What follows belongs to an exercise in optimizing a design on an open flow for small area; a production flow would make more cautious choices. In this exercise RTL edits were held to simulation tests only and were not proved equivalent to the original. Power figures rest on the tool's default switching activity, not on a simulated workload.

### flow/run.sh
#!/bin/bash
# synth_recipe.tcl (not shown) runs the flow's synth.tcl, then flattens the netlist and writes it again
# the make line also repeats each setting of config.mk as NAME=value (left out here)
make -C /OpenROAD-flow-scripts/flow DESIGN_CONFIG=/design/flow/config.mk WORK_HOME=/design/flow/orfs CLKGATE_MAP_FILE= SYNTH_SCRIPT=/design/flow/synth_recipe.tcl finish
### flow/config.mk
export PLATFORM = sky130hd
export DESIGN_NAME = memory_writer
export DESIGN_NICKNAME = memory_writer
export VERILOG_FILES = /design/flow/design.v
export SDC_FILE = /design/flow/constraint.sdc
export NUM_CORES = 4
export LEC_CHECK = 0
export CAP_MARGIN = 20
export CORE_MARGIN = 2
export CORE_UTILIZATION = 40
export SLEW_MARGIN = 20
export SYNTH_HIERARCHICAL = 1
export SYNTH_MINIMUM_KEEP_SIZE = 0
### flow/constraint.sdc
create_clock -name core_clock -period 6.0 [get_ports {CLK}]
set_input_delay 1.2000 -clock core_clock [delete_from_list [all_inputs] [get_ports {CLK}]]
set_output_delay 1.2000 -clock core_clock [all_outputs]
set_load 0.01 [all_outputs]
### flow/design.v
package mw_pkg;
    typedef logic [32-1:0] addr_t;
    typedef logic [32-1:0] word_t;
    typedef logic [31:0]               bytes_t;
    typedef logic [31:0]               words_t;
    typedef logic [8:0]                beats_t;    
    typedef logic [7:0]                axlen_t;
    localparam int BYTES_PER_WORD = 32 / 8;
    localparam logic [2:0] AXI_AWSIZE = 3'($clog2(BYTES_PER_WORD));
    localparam logic [1:0] AXI_AWBURST_INCR = 2'b01;
    localparam logic [BYTES_PER_WORD-1:0] AXI_WSTRB_ALL = '1;
    typedef struct packed {
        addr_t  base_addr;
        addr_t  high_addr;     
        bytes_t portion_size;
    } mem_cfg_t;
    typedef struct packed {
        addr_t  awaddr;
        axlen_t awlen;
    } aw_beat_t;
    typedef struct packed {
        word_t wdata;
        logic  wlast;
    } w_beat_t;
    typedef struct packed {
        words_t fifo_words;
        words_t remain_words;
        addr_t  cur_addr;
    } plan_in_t;
    typedef enum logic [2:0] {
        IDLE,
        WAIT_DATA,
        PLAN,
        WRITE,
        WAIT_B
    } engine_state_e;
endpackage
`timescale 1ns/10ps
module mw_aoi222 (
    input  logic [2:0] s,
    input  logic [2:0] d,
    output logic       y
);
    assign y = ~|(s & d);
endmodule
`timescale 1ns/10ps
module memory_writer (
    input  logic                                CLK,
    input  logic                                RESET,
    input  mw_pkg::word_t                       s_tdata,
    input  logic                                s_tvalid,
    output logic                                s_tready,
    output mw_pkg::aw_beat_t                    aw,
    output logic                                awvalid,
    input  logic                                awready,
    output logic [2:0]                          awsize,
    output logic [1:0]                          awburst,
    output mw_pkg::w_beat_t                     w,
    output logic                                wvalid,
    input  logic                                wready,
    output logic [mw_pkg::BYTES_PER_WORD-1:0]   wstrb,
    input  logic                                bvalid,
    output logic                                bready,
    input  mw_pkg::mem_cfg_t                    cfg,
    input  logic                                run,
    input  logic                                stop,
    output logic                                status,
    output logic                                done,
    output mw_pkg::bytes_t                      transmitted_bytes,
    output mw_pkg::addr_t                       current_address
);
    logic [31:0][31:0] q;
    logic [5:0]        cm1;
    logic              push;
    logic              pop;
    logic              flush;
    logic              full;
    logic [32:0]       sel;
    logic [10:0]       nterm [0:31];
    mw_pkg::word_t     rd_word;
    for (genvar b = 0; b < 32; b++) begin : g_bit
        for (genvar g = 0; g < 11; g++) begin : g_grp
            mw_aoi222 aoi_i (
                .s ({sel[3*g+2], sel[3*g+1], sel[3*g]}),
                .d ({(3*g+2 < 32) ? q[(3*g+2) % 32][b] : 1'b0, q[3*g+1][b], q[3*g][b]}),
                .y (nterm[b][g])
            );
        end
    end
    always_comb begin
        full     = (cm1 == 6'd31);
        s_tready = status && !full;
        push     = s_tvalid && s_tready;
        for (int i = 0; i < 33; i++) begin
            sel[i] = (i < 32) && (cm1[4:0] == 5'(i));
        end
        for (int b = 0; b < 32; b++) begin
            rd_word[b] = ~&nterm[b];
        end
    end
    always_ff @(posedge CLK) begin
        if (push) begin
            q <= {q[30:0], s_tdata};
        end
    end
    always_ff @(posedge CLK) begin
        if (RESET || flush) begin
            cm1 <= 6'h3F;
        end else if (push && !pop) begin
            cm1 <= cm1 + 1'b1;
        end else if (pop && !push) begin
            cm1 <= cm1 - 1'b1;
        end
    end
    localparam logic [2:0] S_IDLE  = 3'd0;
    localparam logic [2:0] S_WAIT  = 3'd1;
    localparam logic [2:0] S_P1    = 3'd2;
    localparam logic [2:0] S_P2    = 3'd3;
    localparam logic [2:0] S_P3    = 3'd4;
    localparam logic [2:0] S_WRITE = 3'd5;
    localparam logic [2:0] S_WAITB = 3'd6;
    logic [2:0]  state;
    logic [29:0] next_w;       
    logic [29:0] awaddr_w;     
    logic [29:0] tx_w;         
    logic [29:0] cur_w;        
    logic [3:0]  len_m1;       
    logic [3:0]  fill_m1;      
    logic [3:0]  beat_cnt;
    logic [6:0]  accum_timer;
    logic        stop_seen;
    logic        accum_done;
    logic        burst_due;
    logic        w_hs;
    logic        b_hs;
    logic        wlast;
    logic [4:0]  rem_lo;       
    logic        rem_small;    
    logic [4:0]  high_lo;      
    logic        high_small;   
    logic [3:0]  r_m1;
    logic [3:0]  p_m1;
    logic [3:0]  h_m1;
    logic [3:0]  min_a;
    logic [3:0]  min_b;
    logic [3:0]  plan_m1;
    logic        in_ring;
    logic [29:0] run_w;
    logic        last_burst;
    logic        wraps;
    logic [30:0] tx_sum;
    logic [30:0] next_sum;
    function automatic logic [30:0] add30(input logic [29:0] a, input logic [29:0] b,
                                          input logic ci);
        logic c;
        c = ci;
        for (int i = 0; i < 30; i++) begin
            add30[i] = a[i] ^ b[i] ^ c;
            c        = (a[i] & b[i]) | (c & (a[i] ^ b[i]));
        end
        add30[30] = c;
    endfunction
    function automatic logic sum_hi_zero(input logic [29:0] a, input logic [29:0] b,
                                         input logic c4);
        logic z;
        z = ((a[4] ^ b[4]) == c4);
        for (int i = 5; i < 30; i++) begin
            z = z & ((a[i] ^ b[i]) == (a[i-1] | b[i-1]));
        end
        sum_hi_zero = z;
    endfunction
    function automatic logic ge30(input logic [29:0] a, input logic [29:0] b);
        logic c;
        c = 1'b1;
        for (int i = 0; i < 30; i++) begin
            c = (a[i] & ~b[i]) | (c & (a[i] | ~b[i]));
        end
        ge30 = c;
    endfunction
    always_comb begin
        status     = (state != S_IDLE);
        wvalid     = (state == S_WRITE);
        bready     = (state == S_WAITB);
        w_hs       = wvalid && wready;
        b_hs       = bvalid && bready;
        pop        = w_hs;
        flush      = run && (state == S_IDLE);
        wlast      = (beat_cnt == len_m1);
        accum_done = accum_timer[6];
        burst_due  = !cm1[5] && (cm1[4] || accum_done);
        rem_lo     = {1'b0, cfg.portion_size[5:2]} + {1'b0, ~tx_w[3:0]}
                   + 5'(|cfg.portion_size[1:0]);
        rem_small  = sum_hi_zero(cfg.portion_size[31:2], ~tx_w, rem_lo[4]);
        r_m1       = rem_small ? rem_lo[3:0] : 4'hF;
        high_lo    = {1'b0, cfg.high_addr[5:2]} + {1'b0, ~next_w[3:0]};
        high_small = sum_hi_zero(cfg.high_addr[31:2], ~next_w, high_lo[4]);
        h_m1       = high_small ? high_lo[3:0] : 4'hF;
        p_m1       = (next_w[9:4] == 6'h3F) ? ~next_w[3:0] : 4'hF;
        min_a      = (fill_m1 < r_m1) ? fill_m1 : r_m1;
        min_b      = (p_m1 < h_m1) ? p_m1 : h_m1;
        plan_m1    = (min_a < min_b) ? min_a : min_b;
        in_ring    = ge30(next_w, cfg.base_addr[31:2]) && !ge30(next_w, cfg.high_addr[31:2]);
        run_w      = in_ring ? next_w : cfg.base_addr[31:2];
        last_burst = rem_small && (rem_lo[3:0] == len_m1);
        wraps      = high_small && (high_lo[3:0] == len_m1);
        tx_sum     = add30(tx_w, {26'd0, len_m1}, 1'b1);
        next_sum   = add30(next_w, {26'd0, len_m1}, 1'b1);
    end
    assign awsize            = mw_pkg::AXI_AWSIZE;
    assign awburst           = mw_pkg::AXI_AWBURST_INCR;
    assign wstrb             = mw_pkg::AXI_WSTRB_ALL;     
    assign aw                = {awaddr_w, 2'b00, 4'h0, len_m1};
    assign w                 = {rd_word, wlast};
    assign transmitted_bytes = {tx_w, 2'b00};
    assign current_address   = {cur_w, 2'b00};
    always_ff @(posedge CLK) begin
        if (RESET || push || state != S_WAIT || cm1[5]) begin
            accum_timer <= '0;
        end else if (!accum_done) begin
            accum_timer <= accum_timer + 1'b1;
        end
    end
    always_ff @(posedge CLK) begin
        if (state == S_WAIT) begin
            fill_m1 <= cm1[4] ? 4'hF : cm1[3:0];
        end
        if (state == S_P3) begin
            len_m1   <= plan_m1;
            awaddr_w <= next_w;
        end
    end
    always_ff @(posedge CLK) begin
        if (RESET) begin
            state     <= S_IDLE;
            done      <= 1'b0;
            awvalid   <= 1'b0;
            stop_seen <= 1'b0;
            beat_cnt  <= '0;
            next_w    <= '0;
            tx_w      <= '0;
            cur_w     <= '0;
        end else begin
            done <= 1'b0;
            if (awvalid && awready) begin
                awvalid <= 1'b0;
            end
            if (stop && state != S_IDLE) begin
                stop_seen <= 1'b1;     
            end
            case (state)
                S_IDLE: begin
                    if (run) begin
                        state     <= S_WAIT;
                        stop_seen <= 1'b0;
                        next_w    <= run_w;
                        cur_w     <= run_w;
                        tx_w      <= '0;
                    end
                end
                S_WAIT: begin
                    if (stop || stop_seen) begin
                        state <= S_IDLE;     
                    end else if (burst_due) begin
                        state <= S_P1;
                    end
                end
                S_P1: state <= S_P2;
                S_P2: state <= S_P3;
                S_P3: begin
                    awvalid  <= 1'b1;
                    beat_cnt <= '0;
                    state    <= S_WRITE;
                end
                S_WRITE: begin
                    if (w_hs) begin
                        beat_cnt <= beat_cnt + 1'b1;
                        if (wlast) begin
                            state <= S_WAITB;
                        end
                    end
                end
                S_WAITB: begin
                    if (b_hs) begin
                        tx_w   <= tx_sum[29:0];
                        next_w <= wraps ? cfg.base_addr[31:2] : next_sum[29:0];
                        if (last_burst) begin
                            state <= S_IDLE;
                            done  <= 1'b1;
                        end else if (stop_seen || stop) begin
                            state <= S_IDLE;
                        end else begin
                            state <= S_WAIT;
                        end
                    end
                end
                default: state <= S_IDLE;
            endcase
        end
    end
endmodule
==> impl_metrics.ini, run 1 <==
[timing]
fin_hold_ws_ns = 0.4072
timing.slew.headroom = 0.1958
post-route-period-util = 1.044
grt_setup_unrepaired = true
fin_worst_skew_ns = 0.05562
max_freq_ghz = 0.1596
period_needed_ns = 6.266
final_max_slew_viol_count = 0
setup_viol = 5
worstMarginPinSlew_ns = 1.206
timing.final.hold_violations = 0
post-route-worst-setup-slack_ns = -0.2660

[synth]
synth_top_cell_by_area = sky130_fd_sc_hd__edfxtp_1
synthTopCellsByCount = 1062 x sky130_fd_sc_hd__edfxtp_1, 352 x sky130_fd_sc_hd__a222oi_1, 166 x sky130_fd_sc_hd__nor2_1, 158 x sky130_fd_sc_hd__ha_1, 125 x sky130_fd_sc_hd__inv_1
fraction_of_synthesized_cell_area_taken_by_the_top_area_cell_type = 0.6983
simple_gate_fraction_of_synth_area = 0.04997
seq_total_area_yosys = 0.7478
synth_seq_cells = 1175
yosys_warnings = 8
synth.cell_area_um2 = 45670
synth_compound_area_frac = 0.1124
synth_enable_flop_cells = 1062
async_reset_ff_frac = 0
synth_top_family_by_area = compound AO/OA/AOI/OAI gates
syn_area_per_cell_um2 = 17.18
yosys.area_share.adder = 0.04858
synthFlopType = sky130_fd_sc_hd__edfxtp_1
synth.lib_cells_used.distinct = 63
yosys.cell_count.top_type = sky130_fd_sc_hd__edfxtp_1
biggest_area_contributors_in_the_synthesized_netlist = sky130_fd_sc_hd__edfxtp_1 70%, sky130_fd_sc_hd__a222oi_1 7.7%, sky130_fd_sc_hd__dfxtp_1 5.0%
muxShareOfSynthArea = 0.007534
netlist_instances = 2658
post_synth_xor_area_fraction = 0.01534

[global_routing]
grt_overflow_total = 0
first_global_vias = 28670
largest_net_degree_at_the_start_of_global_routing = 211
grtUsageTotal = 0.2070
antenna_found_initial = 4
grt_first_pass_wirelength_um = 182900

[floorplanning]
boundaryPins = 288
chipHeight_um = 341.9
initial_core_util = 0.4048
die-area_um2 = 116900
die_x_um = 341.9
num_rows = 123
coreArea_um2 = 112800

[routing]
detailedRoute.firstPassIterationCount = 7
m1WireLength_um = 48890
met3_wirelength_um = 12720
dr_wl_met2_um = 58990
antenna_left = 0
wl_per_cell_um = 26.17
finalWirelength_um = 124200
via_per_inst = 6.044
drt_drc_violations_left = 0
detailroute.via_count = 28680
initial_drc_count = 4909
topRoutingLayerUsed = met5

[setup_path]
cpMaxStageDelayCell = sky130_fd_sc_hd__edfxtp_1
critical_path.reg2reg.endpoint = next_w[28]
end_kind = flop
wp_data_arrival_ns = 6.83
worst_path_most_repeated_cell = sky130_fd_sc_hd__ha_4
register_to_register_setup_slack_ns = -0.27
count_of_cells_along_the_worst_register_to_register_path = 34
worstPathRequired_ns = 6.57
crit_fanout = 2
crit-reg2reg-launch = len_m1[0]
timing_worst_setup_path_type = flop to flop
max_stage_delay_ns = 0.40
cp-start-kind = flop

[power]
leakage_nw = 18.63
finalPower_mw = 18.74
pwr_density_cell_nw_per_um2 = 337.0
power.ir.vdd_worst_mv = 0.2511

[cells_and_area]
fillerInstances = 9331
layout-drive-gt1-share = 0.1165
nets = 3446
growth_of_design_area_from_synthesis_to_finish_pct = 21.76

[min_path]
holdCritPathClass = flop to flop
worstHoldEndpoint = q[955]
timing.hold.worst.start = q[923]
hold-path-cell-count = 0

[status]
failed_layout_checks = negative setup slack
status = finished with violations

[clock_network]
ctsHtreeMaxLevel = 3
clkSlewWorstSetupHoldPaths_ns = 0.06
cts_inserted_buffers = 119
ctsRootBufferMaster = sky130_fd_sc_hd__clkbuf_16
tritoncts = done
holdBufCountCts = 0
ctsLongestPathBuffers = 3
clock-sinks = 1175
clk-insertion-delay-late_ns = 0.73

[run]
drv.max_cap_violation_count = 0

[placement]
place.gp.congestion = 0.8492
port_buffers = 264
estimated_wirelength_of_the_detail_placed_design_um = 74330
critical path: cells and delay by family (launching register included):
family / cells / cell delay (ns)
AND/OR/NAND/NOR: 1 / 0.05
flip-flops: 1 / 0.40
multiplexers: 1 / 0.12
AO/OA/AOI/OAI: 1 / 0.27
buffers and inverters: 2 / 0.13
adder cells (fa/ha/maj): 29 / 5.16
final cells by class:
type	count	area (µm²)	area share
Timing Repair Buffer	352	3388	0.06093
Clock buffer	138	3102	0.05578
Inverter	125	469.2	0.008438
Sequential cell	1175	34150	0.6142
Multi-Input combinational cell	1369	11890	0.2138
Antenna cell	1	2.502	0.00004500
Clock inverter	85	726.9	0.01307
Tap cell	1500	1877	0.03375
metrics by stage:
| step | cell area, µm² | std cells | util | setup TNS, ns | setup WS [ns] |
|---|---|---|---|---|---|
| floorplan | 46370 | 2739 | - | -2804.12 | -4.415 |
| global placement | 51400 | 4516 | 0.4557 | -1.426 | -0.3715 |
| detailed placement | 51400 | 4516 | 0.4557 | -2.049 | -0.3848 |
| CTS | 55510 | 4741 | 0.4921 | -0.7499 | -0.3146 |
| global route | 55610 | 4745 | 0.4930 | -1.403 | -0.3781 |
| finish | 55610 | 4745 | 0.4930 | -0.5411 | -0.2660 |
modules after synthesis, one instance, submodules excluded:
| module | flip-flops and latches | cells | area, µm² | copies in the design |
|---|---|---|---|---|
| memory_writer | 1175 | 2306 | 42150 | 1 |
| mw_aoi222 | 0 | 1 | 10.01 | 352 |
cells by family after synthesis:
logic type      count (synthesis)
xor+xnor                       80
mux                            34
buf+inv                       195
simple gates                  435
other cells                     2
fa+ha+maj                     172
flops                        1175
compound gates                565
where the power goes:
part           leakage, nW  total [mW]  internal (mW)  switching [mW]
sequential            10.7        10.0           9.69           0.348
clock                 1.86        7.26           4.06            3.20
combinational         6.05        1.45          0.540           0.910
sequential cells by signal (all words and copies together), names as in the netlist:
| name | flops |
|---|---|
| accum_timer | 7 |
| awaddr_w | 30 |
| awvalid | 1 |
| beat_cnt | 4 |
| cm1 | 6 |
| cur_w | 30 |
| done | 1 |
| fill_m1 | 4 |
| len_m1 | 4 |
| next_w | 30 |
| q | 1024 |
| state | 3 |
| stop_seen | 1 |
| tx_w | 30 |
placed cells by master, fill, tap and decap left out, types with 7 or more instances in the layout:
cell,Yosys,final
sky130_fd_sc_hd__xnor2_1,61,61
sky130_fd_sc_hd__edfxtp_1,1062,1062
sky130_fd_sc_hd__clkinv_1,0,34
sky130_fd_sc_hd__ha_4,0,53
sky130_fd_sc_hd__conb_1,2,83
sky130_fd_sc_hd__a21o_1,10,10
sky130_fd_sc_hd__clkbuf_1,37,16
sky130_fd_sc_hd__nand3_1,13,13
sky130_fd_sc_hd__nand2_1,31,31
sky130_fd_sc_hd__xor2_1,19,19
sky130_fd_sc_hd__nor4_1,15,15
sky130_fd_sc_hd__clkbuf_16,0,121
sky130_fd_sc_hd__a21oi_1,43,39
sky130_fd_sc_hd__dfxtp_1,113,113
sky130_fd_sc_hd__mux2i_1,31,31
sky130_fd_sc_hd__nor2_2,0,12
sky130_fd_sc_hd__buf_4,20,79
sky130_fd_sc_hd__a221o_1,61,61
sky130_fd_sc_hd__o21ai_0,19,18
sky130_fd_sc_hd__bufinv_16,0,8
sky130_fd_sc_hd__a22oi_1,30,28
sky130_fd_sc_hd__and4_1,29,29
sky130_fd_sc_hd__clkdlybuf4s50_1,0,264
sky130_fd_sc_hd__inv_1,125,120
sky130_fd_sc_hd__nand4_1,101,101
sky130_fd_sc_hd__nor3_1,19,19
sky130_fd_sc_hd__clkinv_2,0,23
sky130_fd_sc_hd__nand2b_1,14,14
sky130_fd_sc_hd__ha_1,158,105
sky130_fd_sc_hd__clkinvlp_4,0,7
sky130_fd_sc_hd__nor2_4,0,20
sky130_fd_sc_hd__nor2b_1,16,16
sky130_fd_sc_hd__a222oi_1,352,352
sky130_fd_sc_hd__nor2_1,166,134
what timing repair did:
item	in CTS	in global routing
gates resized for setup	36	6
gates cloned	0	0
setup endpoints to repair	7	7
pin swaps	8	7
buffers inserted	2	2
layer usage:
| layer | track usage | up-vias |
|---|---|---|
| li1 | - | 12270 |
| met5 | 0 | - |
| met4 | 0.06663 | 6 |
| met2 | 0.3371 | 1647 |
| met3 | 0.04372 | 232 |
| met1 | 0.2776 | 14530 |
how the worst max path moves through the flow:
stage                   start          to  cells past startpoint
floorplan            s_tvalid      cm1[5]                     11
global placement    len_m1[0]  next_w[28]                     34
detailed placement  len_m1[0]  next_w[28]                     34
CTS                 len_m1[0]  next_w[28]                     34
global route        len_m1[0]  next_w[28]                     34
finish              len_m1[0]  next_w[28]                     34
==> run 2, diff against run 1 <==
--- a/flow/config.mk
+++ b/flow/config.mk
@@ -7,6 +7,6 @@
 export LEC_CHECK = 0
-export CAP_MARGIN = 20
+export CAP_MARGIN = 5
 export CORE_MARGIN = 2
-export CORE_UTILIZATION = 40
-export SLEW_MARGIN = 20
+export CORE_UTILIZATION = 65
+export SLEW_MARGIN = 5
 export SYNTH_HIERARCHICAL = 1
==> impl_metrics.ini, run 2 <==
[status]
status = finished with violations
failed_layout_checks = negative setup slack

[cells_and_area]
design_area_um2 = 54780
layout-drive-gt1-share = 0.1125
layout.cells.most_common = sky130_fd_sc_hd__edfxtp_1
fillerInstances = 3852
most-common-layout-cells = 1062 x sky130_fd_sc_hd__edfxtp_1, 352 x sky130_fd_sc_hd__a222oi_1, 264 x sky130_fd_sc_hd__clkdlybuf4s50_1, 134 x sky130_fd_sc_hd__nor2_1, 120 x sky130_fd_sc_hd__inv_1
largest_reg_flops = 1024
growth_of_design_area_from_synthesis_to_finish_pct = 19.96
final_core_utilization = 0.7850
registers.top_by_ff_count = q
nets = 3436

[global_routing]
largest_net_degree_at_the_start_of_global_routing = 207
antenna_found_initial = 0
grtUsageTotal = 0.3154
grt_first_pass_wirelength_um = 169800
first_global_vias = 27950
grtUsageMet3 = 0.05297
global_route.usage.met1 = 0.4485
grtUsageMet2 = 0.5074
grt_busiest_layer = met2
grt_overflow_total = 0

[synth]
synth.cell_area_um2 = 45670
synth.lib_cells_used.distinct = 63
fraction_of_synthesized_cell_area_taken_by_the_top_area_cell_type = 0.6983
async_reset_ff_frac = 0
yosys_warnings = 8
netlist_instances = 2658
synthTopCellsByCount = 1062 x sky130_fd_sc_hd__edfxtp_1, 352 x sky130_fd_sc_hd__a222oi_1, 166 x sky130_fd_sc_hd__nor2_1, 158 x sky130_fd_sc_hd__ha_1, 125 x sky130_fd_sc_hd__inv_1
syn_area_per_cell_um2 = 17.18
synth_enable_flop_cells = 1062
synth_seq_cells = 1175
synthFlopType = sky130_fd_sc_hd__edfxtp_1
synth_top_cell_by_area = sky130_fd_sc_hd__edfxtp_1
biggest_area_contributors_in_the_synthesized_netlist = sky130_fd_sc_hd__edfxtp_1 70%, sky130_fd_sc_hd__a222oi_1 7.7%, sky130_fd_sc_hd__dfxtp_1 5.0%
seq_total_area_yosys = 0.7478
yosys.cell_count.top_type = sky130_fd_sc_hd__edfxtp_1

[timing]
timing.slew.headroom = 0.1879
post-route-period-util = 1.052
timing.final.hold_violations = 0
final.setup.tns_ns = -0.6175
worstMarginPinSlew_ns = 1.215
grt_setup_unrepaired = true
final_max_slew_viol_count = 0
post-route-worst-setup-slack_ns = -0.3123
max_freq_ghz = 0.1584
period_needed_ns = 6.312
setup_viol = 3
fin_hold_ws_ns = 0.4377
fin_worst_skew_ns = 0.02594

[power]
p_switching_mw = 4.271
power.clock.fraction = 0.384
sw_frac_of_total = 0.2294
leakage_nw = 18.54
power_report.internal_total_mw = 14.35
pwr_density_cell_nw_per_um2 = 339.8
p_seq_frac = 0.540
power.ir.vdd_worst_mv = 0.3006
share_comb_of_total_power = 0.076

[clock_network]
cts_inserted_buffers = 111
holdBufCountCts = 0
clkSlewWorstSetupHoldPaths_ns = 0.07
ctsRootBufferMaster = sky130_fd_sc_hd__clkbuf_16
ctsLongestPathBuffers = 3
ctsHtreeMaxLevel = 3
clk-insertion-delay-late_ns = 0.68
clock-sinks = 1175
tritoncts = done

[min_path]
worstHoldEndpoint = q[210]
hold-path-cell-count = 0
holdCritPathClass = flop to flop
timing.hold.worst.start = q[178]

[routing]
drt_drc_violations_left = 0
detailedRoute.firstPassIterationCount = 9
detailroute.via_count = 28760
initial_drc_count = 5697
finalWirelength_um = 116400
via_per_inst = 6.902
wl_per_cell_um = 27.92
antenna_left = 0

[floorplanning]
die_x_um = 269.1
num_rows = 97
coreArea_um2 = 69790
boundaryPins = 288
chipHeight_um = 269.1
die-area_um2 = 72400
initial_core_util = 0.6544

[placement]
estimated_wirelength_of_the_detail_placed_design_um = 70310
place.gp.congestion = 0.8736
dpl_cell_area_um2 = 50770
port_buffers = 264

[setup_path]
critical_path.reg2reg.endpoint = next_w[28]
worstPathRequired_ns = 6.56
wp_data_arrival_ns = 6.88
max_stage_delay_ns = 0.42
cpMaxStageDelayCell = sky130_fd_sc_hd__edfxtp_1
cp-start-kind = flop
crit_fanout = 2
register_to_register_setup_slack_ns = -0.31
count_of_cells_along_the_worst_register_to_register_path = 34
end_kind = flop
timing_worst_setup_path_type = flop to flop
worst_path_most_repeated_cell = sky130_fd_sc_hd__ha_4
crit-reg2reg-launch = len_m1[0]

[run]
drv.max_cap_violation_count = 0
[run 2: worst max path at each step]
stage	cells after the start	slack, ns	startpoint	to
after floorplan	11	-4.42	s_tvalid	cm1[5]
after global placement	34	-0.31	len_m1[0]	next_w[28]
after detailed placement	34	-0.38	len_m1[0]	next_w[28]
after CTS	34	-0.32	len_m1[0]	next_w[28]
after global routing	34	-0.46	len_m1[0]	next_w[28]
final	34	-0.31	len_m1[0]	next_w[28]
[run 2: cell families (layout without fill, tap and decap cells)]
logic type	Yosys count	count (layout)	synth area share
flip-flops	1175	1175	0.7478
AO/OA/AOI/OAI	565	565	0.1124
AND/OR/NAND/NOR	435	435	0.04997
buffers and inverters	195	682	0.01819
adder cells (fa/ha/maj)	172	172	0.04858
XOR/XNOR	80	80	0.01534
multiplexers	34	34	0.007534
other	2	84	0.0001644
[run 2: layer usage]
layer / wire, µm / share of wire
met1: 43430 / 0.37
met2: 56130 / 0.48
met3: 13980 / 0.12
met4: 2805 / 0.024
met5: 0 / 0
[run 2: what timing repair did]
item | in CTS | in global routing
buffers inserted | 1 | 1
pin swaps | 9 | 8
gates cloned | 0 | 0
resized for setup | 29 | 11
setup endpoints to repair | 7 | 7
[run 2: worst max-delay path, delay by kind of cell, from the launching register on]
family,cells,cell delay (ns)
fa+ha+maj,29,5.13
simple gates,1,0.06
mux,1,0.13
buf+inv,2,0.13
flops,1,0.42
compound gates,1,0.27
[run 2: final cells by class]
cell class	count	area (µm²)	share of cell area
multi-input cells	1369	11950	0.2180
flip-flops and latches	1175	34150	0.6234
diodes	1	2.502	0.00004568
clock buffers	139	2893	0.05280
well taps	940	1176	0.02147
inverters	125	469.2	0.008565
clock inverters	68	798.3	0.01457
repair buffers	350	3346	0.06107
[run 2: stage by stage]
step	total power, mW	worst slack (ns)	std cells
2_1_floorplan	11.04	-4.415	2739
3_3_place_gp	11.51	-0.3119	3957
3_5_place_dp	11.60	-0.3778	3957
4_1_cts	18.67	-0.3194	4165
5_1_grt	19.17	-0.4637	4166
6_report	18.62	-0.3123	4167
[run 2: Yosys stat by module (local to each module, per instance)]
| module | cells | copies in the design | cell area, µm² |
|---|---|---|---|
| mw_aoi222 | 1 | 352 | 10.01 |
| memory_writer | 2306 | 1 | 42150 |
[run 2: power by group through the flow]
stage | Clock (mW) | Combinational (mW) | Sequential, mW
detailed placement | 0 | 1.42 | 10.2
floorplan | 0 | 0.806 | 10.2
finish | 7.14 | 1.42 | 10.0
global route | 7.53 | 1.54 | 10.1
CTS | 7.22 | 1.42 | 10.0
global placement | 0 | 1.37 | 10.1
==> run 3, diff against run 2 <==
--- a/flow/design.v
+++ b/flow/design.v
@@ -77,3 +77,3 @@
     logic              full;
-    logic [32:0]       sel;
+    logic [31:0]       sel;
     logic [10:0]       nterm [0:31];
@@ -81,6 +81,6 @@
     for (genvar b = 0; b < 32; b++) begin : g_bit
-        for (genvar g = 0; g < 11; g++) begin : g_grp
+        for (genvar g = 0; g < 10; g++) begin : g_grp
             mw_aoi222 aoi_i (
                 .s ({sel[3*g+2], sel[3*g+1], sel[3*g]}),
-                .d ({(3*g+2 < 32) ? q[(3*g+2) % 32][b] : 1'b0, q[3*g+1][b], q[3*g][b]}),
+                .d ({q[3*g+2][b], q[3*g+1][b], q[3*g][b]}),
                 .y (nterm[b][g])
@@ -88,2 +88,3 @@
         end
+        assign nterm[b][10] = ~((sel[31] & q[31][b]) | (sel[30] & q[30][b]));
     end
@@ -93,4 +94,4 @@
         push     = s_tvalid && s_tready;
-        for (int i = 0; i < 33; i++) begin
-            sel[i] = (i < 32) && (cm1[4:0] == 5'(i));
+        for (int i = 0; i < 32; i++) begin
+            sel[i] = (cm1[4:0] == 5'(i));
         end
@@ -150,14 +151,4 @@
     logic        wraps;
-    logic [30:0] tx_sum;
-    logic [30:0] next_sum;
-    function automatic logic [30:0] add30(input logic [29:0] a, input logic [29:0] b,
-                                          input logic ci);
-        logic c;
-        c = ci;
-        for (int i = 0; i < 30; i++) begin
-            add30[i] = a[i] ^ b[i] ^ c;
-            c        = (a[i] & b[i]) | (c & (a[i] ^ b[i]));
-        end
-        add30[30] = c;
-    endfunction
+    logic [29:0] tx_sum;
+    logic [29:0] next_sum;
     function automatic logic sum_hi_zero(input logic [29:0] a, input logic [29:0] b,
@@ -171,2 +162,18 @@
     endfunction
+    function automatic logic [29:0] bump30(input logic [29:0] a, input logic [3:0] n);
+        logic [4:0] lo;
+        logic       c;
+        logic       cb;
+        lo = {1'b0, a[3:0]} + {1'b0, n} + 5'd1;
+        bump30[3:0] = lo[3:0];
+        cb = lo[4];
+        for (int k = 4; k < 30; k += 4) begin
+            c = cb;
+            for (int i = k; i < k + 4 && i < 30; i++) begin
+                bump30[i] = a[i] ^ c;
+                c         = c & a[i];
+            end
+            cb = cb & ((k + 4 <= 30) ? &a[k +: 4] : &a[29:28]);
+        end
+    endfunction
     function automatic logic ge30(input logic [29:0] a, input logic [29:0] b);
@@ -205,4 +212,4 @@
         wraps      = high_small && (high_lo[3:0] == len_m1);
-        tx_sum     = add30(tx_w, {26'd0, len_m1}, 1'b1);
-        next_sum   = add30(next_w, {26'd0, len_m1}, 1'b1);
+        tx_sum     = bump30(tx_w, len_m1);
+        next_sum   = bump30(next_w, len_m1);
     end
--- a/flow/config.mk
+++ b/flow/config.mk
@@ -7,6 +7,7 @@
 export LEC_CHECK = 0
-export CAP_MARGIN = 5
+export CAP_MARGIN = 20
 export CORE_MARGIN = 2
-export CORE_UTILIZATION = 65
-export SLEW_MARGIN = 5
+export CORE_UTILIZATION = 40
+export CTS_BUF_LIST = sky130_fd_sc_hd__clkbuf_4
+export SLEW_MARGIN = 20
 export SYNTH_HIERARCHICAL = 1
==> impl_metrics.ini, run 3 <==
[timing]
final.setup.tns_ns = 0
fin_hold_ws_ns = 0.3770
timing.final.hold_violations = 0
max_freq_ghz = 0.1730
worstMarginPinSlew_ns = 1.085
setup_viol = 0
timing.slew.headroom = 0.2749
period_needed_ns = 5.779
post-route-period-util = 0.9631
final_max_slew_viol_count = 0
fin_worst_skew_ns = 0.1208
post-route-worst-setup-slack_ns = 0.2212

[power]
share_comb_of_total_power = 0.090
leakage_nw = 19.25
finalPower_mw = 18.80
power_report.internal_total_mw = 14.11
p_switching_mw = 4.691
power.ir.vdd_worst_mv = 0.1713
p_seq_frac = 0.537
power.clock.fraction = 0.373
pwr_density_cell_nw_per_um2 = 343.7
sw_frac_of_total = 0.2495

[global_routing]
grtUsageTotal = 0.2020
antenna_found_initial = 2
grt_overflow_total = 0
first_global_vias = 28690
grt_first_pass_wirelength_um = 178500
largest_net_degree_at_the_start_of_global_routing = 214

[routing]
detailedRoute.firstPassIterationCount = 7
antenna_left = 0
drt_drc_violations_left = 0
detailroute.via_count = 29000
finalWirelength_um = 120600
via_per_inst = 5.722
initial_drc_count = 4603
wl_per_cell_um = 23.80

[floorplanning]
initial_core_util = 0.4014
coreArea_um2 = 113900
die-area_um2 = 117000
num_rows = 124
chipHeight_um = 342.1
boundaryPins = 288
die_x_um = 342.1

[synth]
synthFlopType = sky130_fd_sc_hd__edfxtp_1
async_reset_ff_frac = 0
yosys_warnings = 9
synthTopCellsByCount = 1062 x sky130_fd_sc_hd__edfxtp_1, 321 x sky130_fd_sc_hd__a222oi_1, 174 x sky130_fd_sc_hd__nand2_1, 152 x sky130_fd_sc_hd__ha_1
seq_total_area_yosys = 0.7471
synth.lib_cells_used.distinct = 69
synth_enable_flop_cells = 1062
fraction_of_synthesized_cell_area_taken_by_the_top_area_cell_type = 0.6976
syn_area_per_cell_um2 = 16.70
synth_seq_cells = 1175
yosys.cell_count.top_type = sky130_fd_sc_hd__edfxtp_1
synth.cell_area_um2 = 45720
synth_top_cell_by_area = sky130_fd_sc_hd__edfxtp_1
netlist_instances = 2737
biggest_area_contributors_in_the_synthesized_netlist = sky130_fd_sc_hd__edfxtp_1 70%, sky130_fd_sc_hd__a222oi_1 7.0%, sky130_fd_sc_hd__dfxtp_1 4.9%

[setup_path]
wp_data_arrival_ns = 4.58
end_kind = output port
critical_path.reg2reg.endpoint = len_m1[1]
timing_worst_setup_path_type = flop to output port
worstPathRequired_ns = 4.80
max_stage_delay_ns = 0.77
cpMaxStageDelayCell = sky130_fd_sc_hd__nor2_2
count_of_cells_along_the_worst_register_to_register_path = 15
worst_path_most_repeated_cell = sky130_fd_sc_hd__nand2_1
cp-start-kind = flop
crit_fanout = 23
path_cells = nor2_1 > nand2_1 > nor2_2 > buf_4 > a222oi_1 > nand4_1 > a2111oi_1 > nand2_1 > clkdlybuf4s50_1
register_to_register_setup_slack_ns = 1.53
worst_path_dominant_cell_family = simple AND/OR/NAND/NOR gates
crit-reg2reg-launch = next_w[1]
crit_buf_inv = 2

[clock_network]
clock-sinks = 1175
ctsRootBufferMaster = sky130_fd_sc_hd__clkbuf_4
holdBufCountCts = 0
clk-insertion-delay-late_ns = 1.17
post-cts-setup-buffers = 0
clkSlewWorstSetupHoldPaths_ns = 0.06
cts_inserted_buffers = 326
ctsHtreeMaxLevel = 5
ctsLongestPathBuffers = 4
tritoncts = done

[cells_and_area]
layout.cells.most_common = sky130_fd_sc_hd__edfxtp_1
nets = 3642
most-common-layout-cells = 1062 x sky130_fd_sc_hd__edfxtp_1, 459 x sky130_fd_sc_hd__clkbuf_4, 321 x sky130_fd_sc_hd__a222oi_1, 263 x sky130_fd_sc_hd__clkdlybuf4s50_1, 174 x sky130_fd_sc_hd__nand2_1
largest_reg_flops = 1024
layout-drive-gt1-share = 0.1801
growth_of_design_area_from_synthesis_to_finish_pct = 19.65
final_core_utilization = 0.4803
registers.top_by_ff_count = q

[min_path]
hold-path-cell-count = 0
worstHoldEndpoint = q[279]
timing.hold.worst.start = q[247]
holdCritPathClass = flop to flop

[status]
status = finished clean

[run]
drv.max_cap_violation_count = 0

[placement]
port_buffers = 264
estimated_wirelength_of_the_detail_placed_design_um = 69690
dp_worst_setup_slack_ns = 0.3028
place.gp.congestion = 0.8190
==> run 3: changes by cell type after synthesis, moves of 28 or more <==
cell	delta
sky130_fd_sc_hd__a222oi_1	-31
sky130_fd_sc_hd__a2111oi_0	+31
sky130_fd_sc_hd__nor2_1	-45
sky130_fd_sc_hd__a221o_1	-60
sky130_fd_sc_hd__nand2_1	+143
sky130_fd_sc_hd__xor2_1	+29
sky130_fd_sc_hd__o21ai_1	+31
sky130_fd_sc_hd__and4_1	-28
==> run 3: layer usage <==
layer	GRT usage	wire length, µm
met1	0.2841	50340
met2	0.3082	54660
met3	0.04433	12430
met4	0.07484	3178
met5	0	0
==> run 3: timing repair <==
action | 4_1_cts | 5_1_grt
pin swaps | 0 | 1
endpoints found under the setup margin | 5 | 14
resized for setup | 1 | 7
gates cloned | 0 | 0
==> run 3: how the worst max path moves through the flow <==
stage,from,to,slack (ns),cells after the start
after global placement,cfg[1],len_m1[0],0.31,23
after global routing,cm1[4],w[1],-0.02,9
after CTS,cm1[0],w[21],0.01,8
after floorplan,s_tvalid,cm1[5],-4.42,11
after detailed placement,cfg[1],len_m1[0],0.30,23
final,cm1[4],w[1],0.22,9
==> run 3: cell type report <==
type | instances | area, µm²
Sequential cell | 1175 | 34150
Fill cell | 9938 | 59180
Multi-Input combinational cell | 1387 | 11010
Clock inverter | 69 | 437.9
Inverter | 126 | 473.0
Antenna cell | 7 | 17.52
Tap cell | 1512 | 1892
Clock buffer | 459 | 3446
Timing Repair Buffer | 332 | 3269
==> run 3: power by group through the flow <==
stage	sequential, mW	clock (mW)	combinational, mW
after global routing	10.2	7.69	1.84
after floorplan	10.3	0	0.987
after detailed placement	10.3	0	1.69
final	10.1	7.02	1.68
after CTS	10.1	7.25	1.69
after global placement	10.2	0	1.68
==> run 3: worst register-to-register path, cell delays in order (launching register included) <==
cell,delay (ns)
sky130_fd_sc_hd__dfxtp_1,0.59
sky130_fd_sc_hd__inv_1,0.20
sky130_fd_sc_hd__fa_1,0.47
sky130_fd_sc_hd__a21o_1,0.20
sky130_fd_sc_hd__a21oi_1,0.17
sky130_fd_sc_hd__xor2_1,0.17
sky130_fd_sc_hd__nand3_1,0.25
sky130_fd_sc_hd__or2_2,0.40
sky130_fd_sc_hd__ha_1,0.30
sky130_fd_sc_hd__o21bai_1,0.23
sky130_fd_sc_hd__a21boi_0,0.30
sky130_fd_sc_hd__a32o_1,0.21
sky130_fd_sc_hd__ha_1,0.24
sky130_fd_sc_hd__a21oi_1,0.13
sky130_fd_sc_hd__o21ai_1,0.14
sky130_fd_sc_hd__mux2i_1,0.16
==> run 3: cells by family (layout without fill, tap and decap cells) <==
group / count (synthesis) / after routing / share of synthesized area
buf+inv: 192 / 986 / 0.01817
simple gates: 497 / 497 / 0.05175
fa+ha+maj: 162 / 162 / 0.04513
xor+xnor: 90 / 90 / 0.01724
compound gates: 583 / 583 / 0.1126
flops: 1175 / 1175 / 0.7471
other cells: 2 / 26 / 0.0001643
mux: 36 / 36 / 0.007882
==> run 3: stage by stage <==
step / std cells / cell area (µm²)
2_1_floorplan: 2754 / 45800
3_3_place_gp: 4528 / 50670
3_5_place_dp: 4528 / 50670
4_1_cts: 5056 / 54560
5_1_grt: 5067 / 54700
6_report: 5067 / 54700
==> run 3: Yosys stat by module, one instance, submodules excluded <==
module | copies in the design | area (µm²)
memory_writer | 1 | 42510
mw_aoi222 | 320 | 10.01
==> run 4, diff against run 3 <==
--- a/flow/config.mk
+++ b/flow/config.mk
@@ -10,3 +10,2 @@
 export CORE_UTILIZATION = 40
-export CTS_BUF_LIST = sky130_fd_sc_hd__clkbuf_4
 export SLEW_MARGIN = 20
==> impl_metrics.ini, run 4 <==
[routing]
antenna_left = 0
via_per_inst = 5.839
initial_drc_count = 4597
finalWirelength_um = 118500
drt_drc_violations_left = 0
detailroute.via_count = 27720
wl_per_cell_um = 24.96
detailedRoute.firstPassIterationCount = 9

[floorplanning]
coreArea_um2 = 113900
initial_core_util = 0.4014
die_x_um = 342.1
boundaryPins = 288
chipHeight_um = 342.1
num_rows = 124
die-area_um2 = 117000

[setup_path]
crit_buf_inv = 2
end_kind = output port
timing_worst_setup_path_type = flop to output port
crit_fanout = 22
wp_data_arrival_ns = 4.50
cpMaxStageDelayCell = sky130_fd_sc_hd__clkdlybuf4s50_1
worstPathRequired_ns = 4.80
max_stage_delay_ns = 0.63
worst_path_dominant_cell_family = simple AND/OR/NAND/NOR gates
cp-start-kind = flop
path_cells = nand2b_1 > nor2_2 > buf_4 > a222oi_1 > nand4_1 > a2111oi_0 > nand2_1 > clkdlybuf4s50_1

[cells_and_area]
design_area_um2 = 54480
nets = 3435
largest_reg_flops = 1024
most-common-layout-cells = 1062 x sky130_fd_sc_hd__edfxtp_1, 321 x sky130_fd_sc_hd__a222oi_1, 263 x sky130_fd_sc_hd__clkdlybuf4s50_1, 174 x sky130_fd_sc_hd__nand2_1, 151 x sky130_fd_sc_hd__ha_1
fillerInstances = 9757
registers.top_by_ff_count = q
final-seq-area_um2 = 34150
layout.cells.most_common = sky130_fd_sc_hd__edfxtp_1
antenna_cells_inserted = 0
growth_of_design_area_from_synthesis_to_finish_pct = 19.18
final_core_utilization = 0.4784
area_used_by_multi_input_combinational_logic_um2 = 10990
layout-drive-gt1-share = 0.09768

[clock_network]
ctsHtreeMaxLevel = 3
post-cts-setup-buffers = 0
cts_repair_resize_count = 0
clock-sinks = 1175
ctsLongestPathBuffers = 3
clk-insertion-delay-late_ns = 0.74
clkSlewWorstSetupHoldPaths_ns = 0.06
tritoncts = done
holdBufCountCts = 0
cts_inserted_buffers = 119
ctsRootBufferMaster = sky130_fd_sc_hd__clkbuf_16

[timing]
max_freq_ghz = 0.1756
fin_worst_skew_ns = 0.09081
post-route-period-util = 0.9492
period_needed_ns = 5.695
timing.slew.headroom = 0.2818
final_max_slew_viol_count = 0
worstMarginPinSlew_ns = 1.075
fin_hold_ws_ns = 0.4226
setup_viol = 0
grt_setup_unrepaired = false
timing.final.hold_violations = 0

[power]
finalPower_mw = 18.94
pwr_density_cell_nw_per_um2 = 347.6
power.ir.vdd_worst_mv = 0.2761
leakage_nw = 18.71

[placement]
dpl_cell_area_um2 = 50670
estimated_wirelength_of_the_detail_placed_design_um = 69690
place.gp.congestion = 0.8190
port_buffers = 264

[global_routing]
antenna_found_initial = 0
first_global_vias = 26720
grtUsageTotal = 0.1967
grt_overflow_total = 0
largest_net_degree_at_the_start_of_global_routing = 214
grt_first_pass_wirelength_um = 173300

[synth]
synth.cell_area_um2 = 45720
biggest_area_contributors_in_the_synthesized_netlist = sky130_fd_sc_hd__edfxtp_1 70%, sky130_fd_sc_hd__a222oi_1 7.0%, sky130_fd_sc_hd__dfxtp_1 4.9%
synthTopCellsByCount = 1062 x sky130_fd_sc_hd__edfxtp_1, 321 x sky130_fd_sc_hd__a222oi_1, 174 x sky130_fd_sc_hd__nand2_1, 152 x sky130_fd_sc_hd__ha_1
yosys.cell_count.top_type = sky130_fd_sc_hd__edfxtp_1
synth_seq_cells = 1175
synth_top_cell_by_area = sky130_fd_sc_hd__edfxtp_1
fraction_of_synthesized_cell_area_taken_by_the_top_area_cell_type = 0.6976
seq_total_area_yosys = 0.7471
synth.lib_cells_used.distinct = 69
syn_area_per_cell_um2 = 16.70
synth_enable_flop_cells = 1062
netlist_instances = 2737
async_reset_ff_frac = 0
synthFlopType = sky130_fd_sc_hd__edfxtp_1
yosys_warnings = 9

[run]
drv.max_cap_violation_count = 0

[min_path]
holdCritPathClass = flop to flop

[status]
status = finished clean
[run 4: cell counts after synthesis]
No cell type changed its count.
[run 4: layout make-up]
| class | instances | share of cell area |
|---|---|---|
| clock buffers | 160 | 0.05787 |
| clock inverters | 55 | 0.01022 |
| inverters | 126 | 0.008681 |
| multi-input cells | 1387 | 0.2017 |
| flip-flops and latches | 1175 | 0.6268 |
| well taps | 1512 | 0.03472 |
| repair buffers | 332 | 0.06001 |
[run 4: report_power, final]
group / leakage, nW / total, mW / internal (mW) / switching, mW
Sequential: 10.7 / 10.1 / 9.72 / 0.383
Clock: 1.80 / 7.15 / 3.99 / 3.16
Combinational: 6.19 / 1.68 / 0.645 / 1.04
Total: 18.7 / 18.9 / 14.4 / 4.58
[run 4: through the flow]
stage                     std cells  setup TNS, ns  worst slack, ns
after global placement         4528              0           0.3115
after CTS                      4743              0           0.3642
final                          4747              0           0.3048
after floorplan                2754       -2804.00           -4.416
after detailed placement       4528              0           0.3028
after global routing           4747              0          0.06152
[run 4: logic make-up after synthesis]
logic type	count (synthesis)	share of synthesized area
buffers and inverters	192	0.01817
AND/OR/NAND/NOR	497	0.05175
XOR/XNOR	90	0.01724
AO/OA/AOI/OAI	583	0.1126
other	2	0.0001643
flip-flops	1175	0.7471
multiplexers	36	0.007882
adder cells (fa/ha/maj)	162	0.04513
[run 4: final timing paths]
check / startpoint / to / slack (ns) / cells past startpoint
max: cm1[1] / w[1] / 0.30 / 8
min: q[968] / q[1000] / 0.42 / 0
max reg2reg: next_w[5] / len_m1[2] / 1.49 / 15
min reg2reg: q[968] / q[1000] / 0.42 / 0
[run 4: layer usage]
metal,part of all wire,vias to the layer above,global-route usage
met1,0.42,13940,0.2816
li1,-,12210,-
met3,0.096,174,0.03695
met4,0.025,0,0.05647
met5,0,-,0
met2,0.46,1398,0.3068
[run 4: Yosys stat by module, one instance, submodules excluded]
module	flip-flops and latches	cell area, µm²	cells inside
memory_writer	1175	42510	2417
mw_aoi222	0	10.01	1
[run 4: worst register-to-register path, cell delays in order, from the launching register on]
cell and delay [ns]:
sky130_fd_sc_hd__dfxtp_1 0.52, sky130_fd_sc_hd__ha_1 0.31, sky130_fd_sc_hd__xnor2_1 0.18, sky130_fd_sc_hd__nor4_1 0.29, sky130_fd_sc_hd__nand3_1 0.10, sky130_fd_sc_hd__nor3_1 0.38, sky130_fd_sc_hd__nand3_1 0.35, sky130_fd_sc_hd__or2_2 0.40
sky130_fd_sc_hd__ha_1 0.30, sky130_fd_sc_hd__o21bai_1 0.23, sky130_fd_sc_hd__a21boi_0 0.30, sky130_fd_sc_hd__a32o_1 0.21, sky130_fd_sc_hd__ha_1 0.23, sky130_fd_sc_hd__a21oi_1 0.13, sky130_fd_sc_hd__o21ai_1 0.14, sky130_fd_sc_hd__mux2i_1 0.16
==> run 5, diff against run 4 <==
--- a/flow/config.mk
+++ b/flow/config.mk
@@ -10,2 +10,4 @@
 export CORE_UTILIZATION = 40
+export CTS_CLUSTER_DIAMETER = 100
+export CTS_CLUSTER_SIZE = 30
 export SLEW_MARGIN = 20
==> impl_metrics.ini, run 5 <==
[timing]
max_freq_ghz = 0.1777
setup_viol = 0
worstMarginPinSlew_ns = 1.056
final_max_slew_viol_count = 0
post-route-period-util = 0.9380
fin_worst_skew_ns = 0.06806
timing.final.hold_violations = 0
post-route-worst-setup-slack_ns = 0.3723
fin_hold_ws_ns = 0.4194
grt_setup_unrepaired = false
timing.slew.headroom = 0.2942
period_needed_ns = 5.628

[setup_path]
path_cells = nand2b_1 > nor2_2 > buf_4 > a222oi_1 > nand4_1 > a2111oi_0 > nand2_1 > clkdlybuf4s50_1
cp-start-kind = flop
worstPathRequired_ns = 4.80
wp_data_arrival_ns = 4.43
timing_worst_setup_path_type = flop to output port
worst_path_dominant_cell_family = simple AND/OR/NAND/NOR gates
crit_fanout = 21
count_of_cells_along_the_worst_register_to_register_path = 15
register_to_register_setup_slack_ns = 1.54
end_kind = output port
max_stage_delay_ns = 0.64
cpMaxStageDelayCell = sky130_fd_sc_hd__clkdlybuf4s50_1
crit-reg2reg-launch = next_w[5]
critical_path.reg2reg.endpoint = len_m1[0]
crit_buf_inv = 2

[clock_network]
ctsRootBufferMaster = sky130_fd_sc_hd__clkbuf_16
tritoncts = done
ctsLongestPathBuffers = 3
cts_inserted_buffers = 50
cts_repair_resize_count = 0
holdBufCountCts = 0
ctsHtreeMaxLevel = 2
clkSlewWorstSetupHoldPaths_ns = 0.11
post-cts-setup-buffers = 0
clk-insertion-delay-late_ns = 0.72
clock-sinks = 1175

[routing]
initial_drc_count = 4666
via_per_inst = 5.906
detailedRoute.firstPassIterationCount = 12
detailroute.via_count = 27170
wl_per_cell_um = 25.22
antenna_left = 0
finalWirelength_um = 116000
drt_drc_violations_left = 0

[cells_and_area]
antenna_cells_inserted = 0
layout.cells.most_common = sky130_fd_sc_hd__edfxtp_1
growth_of_design_area_from_synthesis_to_finish_pct = 14.47
nets = 3366
largest_reg_flops = 1024
layout-drive-gt1-share = 0.07319
design_area_um2 = 52330
registers.top_by_ff_count = q
final_core_utilization = 0.4595
most-common-layout-cells = 1062 x sky130_fd_sc_hd__edfxtp_1, 321 x sky130_fd_sc_hd__a222oi_1, 263 x sky130_fd_sc_hd__clkdlybuf4s50_1, 174 x sky130_fd_sc_hd__nand2_1, 151 x sky130_fd_sc_hd__ha_1

[placement]
dp_worst_setup_slack_ns = 0.3028
estimated_wirelength_of_the_detail_placed_design_um = 69690
dpl_cell_area_um2 = 50670
port_buffers = 264
place.gp.congestion = 0.8190

[min_path]
holdCritPathClass = flop to flop
hold-path-cell-count = 0
worstHoldEndpoint = q[832]
timing.hold.worst.start = q[800]

[synth]
synth.cell_area_um2 = 45720
synth_top_cell_by_area = sky130_fd_sc_hd__edfxtp_1
synthFlopType = sky130_fd_sc_hd__edfxtp_1
yosys.cell_count.top_type = sky130_fd_sc_hd__edfxtp_1
yosys_warnings = 9
biggest_area_contributors_in_the_synthesized_netlist = sky130_fd_sc_hd__edfxtp_1 70%, sky130_fd_sc_hd__a222oi_1 7.0%, sky130_fd_sc_hd__dfxtp_1 4.9%
synth_seq_cells = 1175
fraction_of_synthesized_cell_area_taken_by_the_top_area_cell_type = 0.6976
synthTopCellsByCount = 1062 x sky130_fd_sc_hd__edfxtp_1, 321 x sky130_fd_sc_hd__a222oi_1, 174 x sky130_fd_sc_hd__nand2_1, 152 x sky130_fd_sc_hd__ha_1
async_reset_ff_frac = 0
netlist_instances = 2737
synth.lib_cells_used.distinct = 69
synth_enable_flop_cells = 1062
seq_total_area_yosys = 0.7471
syn_area_per_cell_um2 = 16.70

[global_routing]
first_global_vias = 25950
antenna_found_initial = 0
grt_first_pass_wirelength_um = 169500
largest_net_degree_at_the_start_of_global_routing = 214
grtUsageTotal = 0.1923
grt_overflow_total = 0

[power]
p_switching_mw = 4.033
pwr_density_cell_nw_per_um2 = 306.2
finalPower_mw = 16.03
power.clock.fraction = 0.266
p_seq_frac = 0.629
power_report.internal_total_mw = 11.99
share_comb_of_total_power = 0.105
sw_frac_of_total = 0.2517
power.ir.vdd_worst_mv = 0.2459
leakage_nw = 17.67

[floorplanning]
num_rows = 124
die-area_um2 = 117000
boundaryPins = 288
chipHeight_um = 342.1
initial_core_util = 0.4014
coreArea_um2 = 113900
die_x_um = 342.1

[status]
status = finished clean

[run]
drv.max_cap_violation_count = 0
## run 5: per-module statistics from Yosys, one instance, submodules excluded
module | area (µm²) | flops+latches
mw_aoi222 | 10.01 | 0
memory_writer | 42510 | 1175
## run 5: layer usage
layer  wire length (µm)  share of wire  GRT usage  vias up
met1              49970           0.43     0.2809    13730
met5                  0              0          0        -
li1                   -              -          -    12000
met2              53190           0.46     0.3024     1306
met3              10560          0.091    0.03146      137
met4               2307          0.020    0.04395        0
## run 5: layout make-up
class	count	area [µm²]
flip-flops and latches	1175	34150
clock buffers	50	1251
well taps	1512	1892
repair buffers	332	3269
multi-input cells	1387	10990
clock inverters	18	307.8
inverters	126	473.0
fillers	9907	61550
## run 5: worst max-delay path by stage
stage	startpoint	to	slack, ns	cells past startpoint
after floorplan	s_tvalid	cm1[5]	-4.42	11
after global placement	cfg[1]	len_m1[0]	0.31	23
after detailed placement	cfg[1]	len_m1[0]	0.30	23
after CTS	cm1[1]	w[1]	0.39	8
after global routing	cm1[1]	w[1]	0.09	8
final	cm1[1]	w[1]	0.37	8
## run 5: kinds of logic after synthesis
family	Yosys count	share of synthesized area
flip-flops	1175	0.7471
AO/OA/AOI/OAI	583	0.1126
AND/OR/NAND/NOR	497	0.05175
buffers and inverters	192	0.01817
adder cells (fa/ha/maj)	162	0.04513
XOR/XNOR	90	0.01724
multiplexers	36	0.007882
other	2	0.0001643
## run 5: worst register-to-register path, delay by kind of cell (launching register included)
family / cells / cell delay [ns]
fa+ha+maj: 3 / 0.84
compound gates: 5 / 1.02
flops: 1 / 0.53
xor+xnor: 1 / 0.18
simple gates: 5 / 1.48
mux: 1 / 0.16
## run 5: power by group through the flow
stage | Sequential (mW) | Combinational, mW | Clock [mW]
detailed placement | 10.3 | 1.69 | 0
global placement | 10.2 | 1.68 | 0
floorplan | 10.3 | 0.987 | 0
global route | 10.2 | 1.84 | 4.64
CTS | 10.1 | 1.69 | 4.39
finish | 10.1 | 1.68 | 4.26
## run 5: through the flow
step | setup TNS [ns] | std cells
global placement | 0 | 4528
finish | 0 | 4600
detailed placement | 0 | 4528
global route | 0 | 4600
CTS | 0 | 4596
floorplan | -2804.00 | 2754
==> run 6, diff against run 5 <==
==> flow/flow/run.sh (new file) <==
#!/bin/bash
# The standard layout (standard.sh) with two changes:
#  - port buffers use the smallest buffer cell instead of clkdlybuf4s50_1;
#  - clock tree synthesis inserts no dummy loads.
set -euo pipefail
cd "$(dirname "$0")/.."
export BUFFER_PORTS_ARGS="-buffer_cell sky130_fd_sc_hd__buf_1"
export CTS_ARGS="-sink_clustering_enable -repair_clock_nets -dont_use_dummy_load -sink_clustering_size 30 -sink_clustering_max_diameter 100"
bash standard.sh > standard.log 2>&1
==> flow/standard.sh (new file) <==
#!/bin/bash
# synth_recipe.tcl (not shown) runs the flow's synth.tcl, then flattens the netlist and writes it again
# the make line also repeats each setting of config.mk as NAME=value (left out here)
make -C /OpenROAD-flow-scripts/flow DESIGN_CONFIG=/design/flow/config.mk WORK_HOME=/design/flow/orfs CLKGATE_MAP_FILE= SYNTH_SCRIPT=/design/flow/synth_recipe.tcl "${@:-finish}"
removed: flow/run.sh
==> impl_metrics.ini, run 6 <==
[setup_path]
max_stage_delay_ns = 0.71
path_cells = nand2b_1 > nor2_2 > buf_4 > a222oi_1 > nand4_1 > a2111oi_0 > nand2_1 > buf_1
cpMaxStageDelayCell = sky130_fd_sc_hd__nand2b_1
cp-start-kind = flop
crit_fanout = 25
wp_data_arrival_ns = 4.08
end_kind = output port
timing_worst_setup_path_type = flop to output port
worstPathRequired_ns = 4.80
count_of_cells_along_the_worst_register_to_register_path = 15

[global_routing]
largest_net_degree_at_the_start_of_global_routing = 202
first_global_vias = 25900
grt_overflow_total = 0
grt_first_pass_wirelength_um = 168400
antenna_found_initial = 2
grtUsageTotal = 0.1902

[routing]
via_per_inst = 5.877
finalWirelength_um = 114700
wl_per_cell_um = 25.09
antenna_left = 0
initial_drc_count = 4376
detailroute.via_count = 26880
drt_drc_violations_left = 0
detailedRoute.firstPassIterationCount = 10

[cells_and_area]
layout.cells.most_common = sky130_fd_sc_hd__edfxtp_1
most-common-layout-cells = 1062 x sky130_fd_sc_hd__edfxtp_1, 321 x sky130_fd_sc_hd__a222oi_1, 263 x sky130_fd_sc_hd__buf_1, 174 x sky130_fd_sc_hd__nand2_1, 151 x sky130_fd_sc_hd__ha_1
layout-drive-gt1-share = 0.06501
fillerInstances = 10140
largest_reg_flops = 1024
nets = 3357
registers.top_by_ff_count = q
final_core_utilization = 0.4417
area_used_by_multi_input_combinational_logic_um2 = 11060
final-seq-area_um2 = 34150
growth_of_design_area_from_synthesis_to_finish_pct = 10.02

[power]
leakage_nw = 16.77
finalPower_mw = 15.42
pwr_density_cell_nw_per_um2 = 306.6
power.ir.vdd_worst_mv = 0.2210

[timing]
setup_viol = 0
final.setup.tns_ns = 0
worstMarginPinSlew_ns = 1.146
fin_worst_skew_ns = 0.1027
period_needed_ns = 5.279
post-route-worst-setup-slack_ns = 0.7209
fin_hold_ws_ns = 0.4025
timing.final.hold_violations = 0
grt_setup_unrepaired = false
post-route-period-util = 0.8798
timing.slew.headroom = 0.2344
max_freq_ghz = 0.1894
final_max_slew_viol_count = 0

[synth]
synth_enable_flop_cells = 1062
syn_area_per_cell_um2 = 16.70
yosys.cell_count.top_type = sky130_fd_sc_hd__edfxtp_1
async_reset_ff_frac = 0
fraction_of_synthesized_cell_area_taken_by_the_top_area_cell_type = 0.6976
synth.lib_cells_used.distinct = 69
netlist_instances = 2737
biggest_area_contributors_in_the_synthesized_netlist = sky130_fd_sc_hd__edfxtp_1 70%, sky130_fd_sc_hd__a222oi_1 7.0%, sky130_fd_sc_hd__dfxtp_1 4.9%
synth_seq_cells = 1175
yosys_warnings = 9
synthTopCellsByCount = 1062 x sky130_fd_sc_hd__edfxtp_1, 321 x sky130_fd_sc_hd__a222oi_1, 174 x sky130_fd_sc_hd__nand2_1, 152 x sky130_fd_sc_hd__ha_1
synth_top_cell_by_area = sky130_fd_sc_hd__edfxtp_1
synth.cell_area_um2 = 45720
synthFlopType = sky130_fd_sc_hd__edfxtp_1
seq_total_area_yosys = 0.7471

[placement]
port_buffers = 264
estimated_wirelength_of_the_detail_placed_design_um = 69180
place.gp.congestion = 0.8168
dp_worst_setup_slack_ns = 0.4716

[clock_network]
clk-insertion-delay-late_ns = 0.72
cts_inserted_buffers = 48
clock-sinks = 1175
cts_repair_resize_count = 0
ctsHtreeMaxLevel = 2
tritoncts = done
post-cts-setup-buffers = 0
ctsLongestPathBuffers = 3
clkSlewWorstSetupHoldPaths_ns = 0.12
holdBufCountCts = 0
ctsRootBufferMaster = sky130_fd_sc_hd__clkbuf_16

[min_path]
holdCritPathClass = flop to flop
hold-path-cell-count = 0

[run]
drv.max_cap_violation_count = 0

[floorplanning]
initial_core_util = 0.4014
coreArea_um2 = 113900
chipHeight_um = 342.1
die_x_um = 342.1
num_rows = 124
die-area_um2 = 117000
boundaryPins = 288

[status]
status = finished clean
==> run 6: cell counts after synthesis <==
Identical to the previous run, type by type.
==> run 6: final cells by class <==
class | count | area share
diodes | 1 | 0.00004975
multi-input cells | 1387 | 0.2199
repair buffers | 325 | 0.03008
well taps | 1512 | 0.03761
flip-flops and latches | 1175 | 0.6790
clock buffers | 48 | 0.02388
inverters | 126 | 0.009403
==> run 6: worst max-delay path: cells and delay by family, from the launching register on <==
kind / cells / cell delay [ns]
flip-flops: 1 / 0.54
AO/OA/AOI/OAI: 2 / 0.88
AND/OR/NAND/NOR: 4 / 1.41
buffers and inverters: 2 / 0.59
==> run 6: where the power goes <==
| group | switching, mW | internal, mW |
|---|---|---|
| clock network | 2.39 | 1.44 |
| logic | 1.04 | 0.471 |
| registers | 0.380 | 9.70 |
==> run 6: per-stage QoR <==
stage                     instance area [µm²]  cells
after global placement                  49090   4525
after global routing                    50300   4574
after CTS                               50290   4573
after detailed placement                49090   4525
after floorplan                         45800   2754
final                                   50300   4574
==> run 6: kinds of logic (layout without fill, tap and decap cells) <==
group / Yosys count / in the layout / synth area share
AOI/OAI and AO/OA: 583 / 583 / 0.1126
DFF: 1175 / 1175 / 0.7471
buffers and inverters: 192 / 499 / 0.01817
other: 2 / 20 / 0.0001643
xor gates and xnor gates: 90 / 90 / 0.01724
and+or+nand+nor: 497 / 497 / 0.05175
muxes: 36 / 36 / 0.007882
adders and majority gates: 162 / 162 / 0.04513
==> run 6: layer usage <==
layer	wire, µm	GRT usage	vias up
met3	10900	0.03440	152
met1	48870	0.2739	13510
met4	2667	0.04797	2
met5	20	0	-
met2	52290	0.2990	1257
li1	-	-	11970
==> run 6: worst paths after layout <==
check	start	to	slack [ns]
max	cm1[0]	w[21]	0.72
min	q[531]	q[563]	0.40
max reg2reg	next_w[5]	len_m1[2]	1.58
min reg2reg	q[531]	q[563]	0.40
==> run 6: per-module statistics from Yosys (local to each module, per instance) <==
module / times used / cell area, µm²
memory_writer: 1 / 42510
mw_aoi222: 320 / 10.01
==> run 7, diff against run 6 <==
--- a/flow/flow/run.sh
+++ b/flow/flow/run.sh
@@ -3,3 +3,6 @@
 #  - port buffers use the smallest buffer cell instead of clkdlybuf4s50_1;
-#  - clock tree synthesis inserts no dummy loads.
+#  - clock tree synthesis inserts no dummy loads;
+# Everything else, including synthesis, floorplan, power grid and tap
+# cells, is the standard flow. make's full output goes to standard.log;
+# ORFS keeps each step's log under orfs/logs/.
 set -euo pipefail
--- a/flow/config.mk
+++ b/flow/config.mk
@@ -9,3 +9,3 @@
 export CORE_MARGIN = 2
-export CORE_UTILIZATION = 40
+export CORE_UTILIZATION = 55
 export CTS_CLUSTER_DIAMETER = 100
==> impl_metrics.ini, run 7 <==
[placement]
place.gp.congestion = 0.8541
estimated_wirelength_of_the_detail_placed_design_um = 66740

[floorplanning]
boundaryPins = 288
num_rows = 105
chipHeight_um = 292.3
die-area_um2 = 85440
coreArea_um2 = 82240

[routing]
wl_per_cell_um = 27.55
via_per_inst = 6.632
detailroute.via_count = 27360
antenna_left = 0
initial_drc_count = 4480
finalWirelength_um = 113700

[clock_network]
cts_inserted_buffers = 47
cts_repair_resize_count = 0
clk-insertion-delay-late_ns = 0.66
clock-sinks = 1175
ctsRootBufferMaster = sky130_fd_sc_hd__clkbuf_16
clkSlewWorstSetupHoldPaths_ns = 0.11
ctsLongestPathBuffers = 3
post-cts-setup-buffers = 0
tritoncts = done

[synth]
synthTopCellsByCount = 1062 x sky130_fd_sc_hd__edfxtp_1, 321 x sky130_fd_sc_hd__a222oi_1, 174 x sky130_fd_sc_hd__nand2_1, 152 x sky130_fd_sc_hd__ha_1
synth_top_cell_by_area = sky130_fd_sc_hd__edfxtp_1
async_reset_ff_frac = 0
synth_enable_flop_cells = 1062
biggest_area_contributors_in_the_synthesized_netlist = sky130_fd_sc_hd__edfxtp_1 70%, sky130_fd_sc_hd__a222oi_1 7.0%, sky130_fd_sc_hd__dfxtp_1 4.9%
yosys_warnings = 9
synthFlopType = sky130_fd_sc_hd__edfxtp_1
syn_area_per_cell_um2 = 16.70
netlist_instances = 2737
synth.cell_area_um2 = 45720

[cells_and_area]
layout.cells.most_common = sky130_fd_sc_hd__edfxtp_1
most-common-layout-cells = 1062 x sky130_fd_sc_hd__edfxtp_1, 321 x sky130_fd_sc_hd__a222oi_1, 263 x sky130_fd_sc_hd__buf_1, 174 x sky130_fd_sc_hd__nand2_1, 151 x sky130_fd_sc_hd__ha_1
largest_reg_flops = 1024

[setup_path]
end_kind = output port
cp-start-kind = flop
wp_data_arrival_ns = 4.02
timing_worst_setup_path_type = flop to output port

[status]
status = finished clean

[run]
drv.max_cap_violation_count = 0

[global_routing]
grt_first_pass_wirelength_um = 169000
grt_overflow_total = 0

[power]
power.ir.vdd_worst_mv = 0.2741

[timing]
post-route-period-util = 0.8701
grt_setup_unrepaired = false
worstMarginPinSlew_ns = 1.164
setup_viol = 0

[min_path]
holdCritPathClass = flop to flop
## run 7: report_power, final
part | internal [mW] | total (mW) | switching, mW
logic | 0.471 | 1.48 | 1.01
registers | 9.70 | 10.1 | 0.386
clock network | 1.41 | 3.74 | 2.33
## run 7: metal layers
metal  vias to the layer above  wire length, µm  track usage
met3                       169            10930      0.04560
met5                         -                0            0
met2                      1377            54400       0.4213
met1                     13880            45390       0.3686
met4                         0             2969      0.07267
li1                      11940                -            -
## run 7: cells by family after synthesis
logic type | Yosys count | synth area share
adder cells (fa/ha/maj) | 162 | 0.04513
AO/OA/AOI/OAI | 583 | 0.1126
buffers and inverters | 192 | 0.01817
other | 2 | 0.0001643
flip-flops | 1175 | 0.7471
XOR/XNOR | 90 | 0.01724
AND/OR/NAND/NOR | 497 | 0.05175
multiplexers | 36 | 0.007882
## run 7: final cells by class
cell class	count	area, µm²
well taps	1070	1339
flip-flops and latches	1175	34150
diodes	1	2.502
repair buffers	320	1526
clock buffers	47	1176
fillers	6251	32610
multi-input cells	1387	10970
inverters	126	473.0
## run 7: path summary, 6_finish.rpt
path / startpoint / endpoint / slack, ns / cells past startpoint
worst max-delay path: cm1[1] / w[18] / 0.78 / 8
worst min-delay path: q[607] / q[639] / 0.41 / 0
worst max register to register: tx_w[0] / len_m1[0] / 1.38 / 21
worst min register to register: q[607] / q[639] / 0.41 / 0
## run 7: stage by stage
| stage | TNS [ns] | instances | util | setup WS (ns) | instance area (µm²) |
|---|---|---|---|---|---|
| CTS | 0 | 4122 | 0.6025 | 0.8210 | 49550 |
| floorplan | -2804.00 | 2754 | - | -4.416 | 45800 |
| detailed placement | 0 | 4075 | 0.5882 | 0.2570 | 48380 |
| finish | 0 | 4126 | 0.6035 | 0.7792 | 49640 |
| global placement | 0 | 4074 | 0.5880 | 0.4605 | 48360 |
| global route | 0 | 4125 | 0.6035 | 0.5557 | 49630 |
## run 7: Yosys stat by module (local to each module, per instance)
| module | flip-flops and latches | cell area (µm²) | copies in the design | cells |
|---|---|---|---|---|
| memory_writer | 1175 | 42510 | 1 | 2417 |
| mw_aoi222 | 0 | 10.01 | 320 | 1 |
## run 7: worst max-delay path, cell delays in order (launching register included)
cell and delay, ns:
sky130_fd_sc_hd__dfxtp_1 0.55, sky130_fd_sc_hd__nand2_1 0.40, sky130_fd_sc_hd__nor2_2 0.95, sky130_fd_sc_hd__buf_4 0.62, sky130_fd_sc_hd__a222oi_1 0.23, sky130_fd_sc_hd__nand4_1 0.17, sky130_fd_sc_hd__a2111oi_0 0.09, sky130_fd_sc_hd__nand2_1 0.21
sky130_fd_sc_hd__buf_1 0.19

==> re-timing with driven ports <==
No port has a modelled driver above. Below, the same layouts with a new extraction and two added sets of constraints.
Step 1 assumes that a clkbuf_16 drives the clock port and a buf_2 every other input.
Step 2, shift: input delay + t, output delay - t, t = (earliest + latest rising clock arrival at the registers) / 2. This alone moves slack from input paths to output paths.
a / b / c = ideal / step 1 / step 2; a / b = the first two.
run	t, ns	setup slack, ns
run 1	0.770	-0.266 / -0.266 / -0.266
run 2	0.745	-0.312 / -0.312 / -0.312
run 3	1.158	0.221 / 0.153 / 0.191
run 4	0.763	0.305 / 0.239 / 0.224
run 5	0.754	0.372 / 0.304 / 0.244
run 6	0.716	0.721 / 0.654 / 0.464
run 7	0.685	0.779 / 0.715 / 0.217
